From an optimization exercise on the open Yosys and OpenROAD flow, aimed at small area, a short achievable clock period and few clock cycles per item; shortcuts taken in it are not production practice.
The RTL was checked by simulation tests, not by an equivalence proof against the original design.
No activity file was given, so power comes from the tool's default toggle rates.

==> inputs of job 7544 <==
==> flow/design.v (excerpt) <==
module image_to_ascii_level_mapper (
  input  logic        clk_i,
  input  logic        rst_ni,
  input  logic        in_valid_i,
  output logic        in_ready_o,
  input  logic [7:0]  sample_a_i,
  input  logic [7:0]  sample_b_i,
  input  logic [7:0]  sample_c_i,
  output logic        out_valid_o,
  input  logic        out_ready_i,
  output logic [9:0]  level_o,
  output logic [5:0]  cell_index_o,
  output logic [11:0] band_index_o,
  output logic        row_end_o,
  input  logic        cfg_valid_i,
  output logic        cfg_ready_o,
  input  logic [2:0]  cfg_index_i,
  input  logic [12:0] cfg_data_i
);
==> flow/config.mk <==
export PLATFORM = sky130hd
export DESIGN_NAME = image_to_ascii_level_mapper
export DESIGN_NICKNAME = image_to_ascii_level_mapper
export VERILOG_FILES = /design/flow/design.v
export SDC_FILE = /design/flow/constraint.sdc
export NUM_CORES = 4
export LEC_CHECK = 0
export CAP_MARGIN = 20
export CORE_MARGIN = 2
export CORE_UTILIZATION = 65
export CTS_BUF_LIST = sky130_fd_sc_hd__clkbuf_8
export SETUP_SLACK_MARGIN = 5
export SLEW_MARGIN = 20
==> flow/constraint.sdc <==
create_clock -name core_clock -period 10.0 [get_ports {clk_i}]
set_input_delay 2.0000 -clock core_clock [delete_from_list [all_inputs] [get_ports {clk_i}]]
set_output_delay 2.0000 -clock core_clock [all_outputs]
set_load 0.01 [all_outputs]
standard.sh (not shown) runs the stock make flow with config.mk's settings and CLKGATE_MAP_FILE= SYNTH_SCRIPT=/design/flow/synth_recipe.tcl, a recipe that flattens the netlist after the stock synthesis.
==> flow/flow/run.sh <==
#!/bin/bash
# Layout flow: the standard flow (standard.sh, unchanged synthesis), with
# a larger setup repair margin so timing repair works toward a shorter period.
# The clock period and constraints are the design's (constraint.sdc as given).
set -euo pipefail
cd "$(dirname "$0")/.."
MARGIN=5.6
sed "s/SETUP_SLACK_MARGIN=[0-9.]*/SETUP_SLACK_MARGIN=${MARGIN}/" standard.sh > flow/standard_margin.sh
grep -q "SETUP_SLACK_MARGIN=${MARGIN}" flow/standard_margin.sh
bash flow/standard_margin.sh > flow_make.log 2>&1
==> job 7950: changes against job 7544 <==
--- a/flow/design.v
+++ b/flow/design.v
@@ -286,142 +286,134 @@
   wire [5:0]      u_cell_q [NU];
   wire [11:0]     u_band_q [NU];
   wire            u_rend_q [NU];
   logic [$clog2(NU)-1:0] ld_ptr_q, ld_ptr_d, out_ptr_q, out_ptr_d;
   logic          take, o_v_d;
   logic          dval_q, dval_d;
   logic [15:0]   dkey_q;
-  logic [1:0]    dst_q;                       
-  logic [4:0]    dcnt_q;
-  logic [26:0]   dr_q;
+  logic [2:0]    dst_q;                       
+  logic [2:0]    dcnt_q;
   logic          d_start;
   logic [15:0]   d_want;
   logic          cur_emit;
   logic [15:0]   cur_key;
-  logic [8:0]    d_pp1, d_rp1;
-  logic [9:0]    c255;
-  logic [9:0]    d_s1;
-  logic [10:0]   d_s2;
+  logic [8:0]    d_pp1;
   logic [SW:0]   d2;
-  assign d_q = dr_q[SW-1:0];
-  assign d2  = {d_q, 1'b0};
+  assign d2 = {d_q, 1'b0};
   always_comb begin
     cur_emit = a_v_q ? a_emit_q : (t_emit & ~stale_q);
     cur_key  = a_v_q ? {a_p_q, a_r_q} : {phase_q, rib_q};
     d_want   = cur_emit ? cur_key : {ppc_last, lpb_last};
-    d_start  = (dst_q == 2'd0) & (~dval_q | (dkey_q != d_want)) &
+    d_start  = (dst_q == 3'd0) & ~cfg_wr & (~dval_q | (dkey_q != d_want)) &
                (u_busy_q == '0) & ~emit_now;
     d_pp1    = {1'b0, dkey_q[15:8]} + 9'd1;
-    d_rp1    = {1'b0, d_want[7:0]} + 9'd1;
-    c255     = {comps_c, 8'd0} - {8'd0, comps_c};
-    d_s1     = {1'b0, dr_q[17:9]} + (dr_q[0] ? {1'b0, d_pp1} : 10'd0);
-    d_s2     = {1'b0, dr_q[26:17]} + (dr_q[0] ? {1'b0, c255} : 11'd0);
     dval_d   = dval_q;
     if (cfg_wr || d_start) begin
       dval_d = 1'b0;
-    end else if (dst_q == 2'd2 && dcnt_q == 5'd0) begin
+    end else if (dst_q == 3'd4) begin
       dval_d = 1'b1;
     end
   end
   always_ff @(posedge clk_i or negedge rst_ni) begin
     if (!rst_ni) begin
-      dst_q  <= 2'd0;
+      dst_q  <= 3'd0;
       dval_q <= 1'b0;
     end else begin
       dval_q <= dval_d;
       if (cfg_wr) begin
-        dst_q <= 2'd0;
+        dst_q <= 3'd0;
       end else if (d_start) begin
-        dst_q <= 2'd1;
-      end else if (dst_q == 2'd1) begin
-        if (dcnt_q == 5'd0) dst_q <= 2'd2;
-      end else if (dst_q == 2'd2) begin
-        if (dcnt_q == 5'd0) dst_q <= 2'd0;
+        dst_q <= 3'd1;
+      end else if (dst_q == 3'd1) begin
+        if (dcnt_q == 3'd0) dst_q <= 3'd2;
+      end else if (dst_q == 3'd4) begin
+        dst_q <= 3'd0;
+      end else if (dst_q != 3'd0) begin
+        dst_q <= dst_q + 3'd1;
       end
     end
   end
   always_ff @(posedge clk_i) begin
     if (d_start) begin
       dkey_q <= d_want;
-      dr_q   <= {18'd0, d_rp1};
-      dcnt_q <= 5'd8;
-    end else if (dst_q == 2'd1) begin
-      dr_q[17:0] <= {d_s1, dr_q[8:1]};
-      dcnt_q     <= (dcnt_q == 5'd0) ? 5'd16 : dcnt_q - 5'd1;
-    end else if (dst_q == 2'd2) begin
-      dr_q   <= {d_s2, dr_q[16:1]};
-      dcnt_q <= dcnt_q - 5'd1;
+      d_q    <= '0;
+      dcnt_q <= 3'd7;
+    end else begin
+      unique case (dst_q)
+        3'd1: begin                           
+          d_q    <= {d_q[SW-2:0], 1'b0} + (dkey_q[dcnt_q] ? {17'd0, d_pp1} : '0);
+          dcnt_q <= dcnt_q - 3'd1;
+        end
+        3'd2: d_q <= d_q + {17'd0, d_pp1};    
+        3'd3: d_q <= (comps_c[1] ? {d_q[SW-2:0], 1'b0} : '0) + (comps_c[0] ? d_q : '0);
+        3'd4: d_q <= {d_q[SW-9:0], 8'd0} - d_q;
+        default: ;
+      endcase
     end
   end
   for (genvar i = 0; i < NU; i++) begin : g_unit
     logic [1:0]    k_st_q, st_d;
     logic [3:0]    k_cnt_q;
     logic          k_qb_q;
     logic [SW-1:0] k_sh_q, k_rem_q;
     logic [9:0]    k_quo_q;
     logic [5:0]    k_cell_q;
     logic [11:0]   k_band_q;
     logic          k_rend_q;
-    logic          k_neg_q;
-    logic [SW+1:0] x_a, x_b, y1, y2, s1, k1, s2, k2, t1, t2;
+    logic [SW+1:0] x_a, x_b, s1, k1, s2, k2, t, t1, t2;
     logic [3:0]    qi_ld, qi_st;
-    logic [8:0]    quo_inc;
     assign u_quo_q[i]  = k_quo_q;
     assign u_cell_q[i] = k_cell_q;
     assign u_band_q[i] = k_band_q;
     assign u_rend_q[i] = k_rend_q;
     assign u_load[i]   = emit_now & (ld_ptr_q == i);
     assign u_done[i]   = (k_st_q == ialm_pkg::LU_DONE);
     always_comb begin
-      x_a = {k_neg_q, k_rem_q, 1'b0};          
+      x_a = {1'b0, k_rem_q, 1'b0};
       x_b = k_qb_q ? {2'd0, k_sh_q} : '0;
-      y1  = k_neg_q ? {2'd0, d_q} : ~{2'd0, d_q};    
-      y2  = k_neg_q ? '0 : ~{1'b0, d2};              
-      s1  = x_a ^ x_b ^ y1;
-      k1  = (x_a & x_b) | ((x_a | x_b) & y1);
-      t1  = s1 + {k1[SW:0], ~k_neg_q};
-      s2  = x_a ^ x_b ^ y2;
-      k2  = (x_a & x_b) | ((x_a | x_b) & y2);
-      t2  = s2 + {k2[SW:0], ~k_neg_q};
-      quo_inc = k_quo_q[8:0] + 9'd1;           
+      t   = x_a + x_b;
+      s1  = x_a ^ x_b ^ ~{2'd0, d_q};
+      k1  = (x_a & x_b) | ((x_a | x_b) & ~{2'd0, d_q});
+      t1  = s1 + {k1[SW:0], 1'b1};
+      s2  = x_a ^ x_b ^ ~{1'b0, d2};
+      k2  = (x_a & x_b) | ((x_a | x_b) & ~{1'b0, d2});
+      t2  = s2 + {k2[SW:0], 1'b1};
       qi_ld = q_msb - 4'd1;
       qi_st = k_cnt_q - 4'd2;
     end
     always_ff @(posedge clk_i or negedge rst_ni) begin
       if (!rst_ni) begin
         k_st_q <= ialm_pkg::LU_IDLE;
       end else begin
         k_st_q <= st_d;
       end
     end
     always_ff @(posedge clk_i) begin
       if (u_load[i]) begin
         k_sh_q   <= c_short;
         k_rem_q  <= c_zero ? '0 : c_short;
-        k_neg_q  <= 1'b0;
         k_quo_q  <= {9'd0, c_zero & (pal_q != '0)};
         k_cnt_q  <= q_msb;
         k_qb_q   <= pal_q[qi_ld];
         k_cell_q <= a_s_q;
         k_band_q <= a_band_q;
         k_rend_q <= a_rend_q;
-      end else begin
-        k_rem_q <= !t2[SW+1] ? t2[SW-1:0] : t1[SW-1:0];
-        k_neg_q <= t2[SW+1] & t1[SW+1];
+      end else if (k_st_q == ialm_pkg::LU_STEP) begin
+        if (!t2[SW+1]) begin
+          k_rem_q <= t2[SW-1:0];
+          k_quo_q <= {k_quo_q[8:0], 1'b0} + 10'd2;
+        end else if (!t1[SW+1]) begin
+          k_rem_q <= t1[SW-1:0];
+          k_quo_q <= {k_quo_q[8:0], 1'b1};
+        end else begin
+          k_rem_q <= t[SW-1:0];
+          k_quo_q <= {k_quo_q[8:0], 1'b0};
+        end
         k_cnt_q <= k_cnt_q - 4'd1;
         k_qb_q  <= pal_q[qi_st];
-        if (k_st_q == ialm_pkg::LU_STEP) begin
-          if (!t2[SW+1]) begin
-            k_quo_q <= {quo_inc, 1'b0};
-          end else if (!t1[SW+1]) begin
-            k_quo_q <= {k_quo_q[8:0], 1'b1};
-          end else begin
-            k_quo_q <= {k_quo_q[8:0], 1'b0};
-          end
-        end
       end
     end
     always_comb begin
       st_d = k_st_q;
       if (k_st_q == ialm_pkg::LU_STEP && k_cnt_q == 4'd1) st_d = ialm_pkg::LU_DONE;
       if (k_st_q == ialm_pkg::LU_DONE && take && out_ptr_q == i) st_d = ialm_pkg::LU_IDLE;
       if (u_load[i]) st_d = (q_msb == 4'd0) ? ialm_pkg::LU_DONE : ialm_pkg::LU_STEP;
==> flow/run.sh (new file) <==
#!/bin/bash
# synth_recipe.tcl (not shown) runs the flow's synth.tcl, then flattens the netlist and writes it again
# the make line also repeats each setting of config.mk as NAME=value (left out here)
make -C /OpenROAD-flow-scripts/flow DESIGN_CONFIG=/design/flow/config.mk WORK_HOME=/design/flow/orfs CLKGATE_MAP_FILE= SYNTH_SCRIPT=/design/flow/synth_recipe.tcl finish
CORE_UTILIZATION = 40   (was 65)
CTS_BUF_LIST = not set   (was sky130_fd_sc_hd__clkbuf_8)
removed: flow/flow/run.sh
removed: flow/standard.sh
==> run notes <==
Of job 7950 and job 7544, job 7950 has the higher total power (gap about 7%, measured against job 7544).
Between job 7544 and job 7950, the lower cell count is in job 7544 (gap about 18%, measured against job 7950).
Combinational power: job 7950 is larger than job 7544 (about 5%).
Between job 7950 and job 7544, the lower critical path depth is in job 7544 (gap 1).
Between job 7950 and job 7544, the lower global-route usage is in job 7950 (gap 10 points).
Of job 7544 and job 7950, job 7544 has the higher non-clock buffer count (gap 31).
Between job 7950 and job 7544, the lower sequential power is in job 7544 (gap about 4%, measured against job 7544).
Hold slack: job 7950 is worse than job 7544 (0.0072 ns).
Register-to-register slack: job 7950 is worse than job 7544 (0.39 ns).
In job 7544 the sequential cell count is higher than in job 7950, by 4.
Testbench counts of job 7544, summed over its fixed seeds: cycles 14,166, items 13,568.
Testbench counts of job 7950, summed over its fixed seeds: cycles 14,166, items 13,568.

## separate check: timing with driven ports
No port has a modelled driver above. Below, the same layouts with a new extraction and two added sets of constraints.
Step 1: set_driving_cell puts a clkbuf_16 on clk_i and a buf_2 on each other input, an assumption about the parent block.
Step 2 moves the port delays by t, midway between the first and last clock arrival at a register: inputs arrive t later, outputs are due t later. That takes back most of the time a late clock gives input paths.
a / b / c = no drivers / after step 1 / after step 2; a / b = the first two.
run	t (ns)	setup slack, ns	hold WS [ns]	worst slew at a driven data input, ns	cell pins on the clock port's net
job 7544	1.057	5.522 / 5.522 / 4.693	0.374 / 0.374 / 0.374	0.05	1
job 7950	0.906	5.130 / 5.130 / 4.480	0.366 / 0.366 / 0.366	0.06	1
After both steps setup and hold are still met in every run listed. The setup slack of job 7544, which loses most, moves by 0.000 ns with the drivers and by -0.829 ns with both steps.
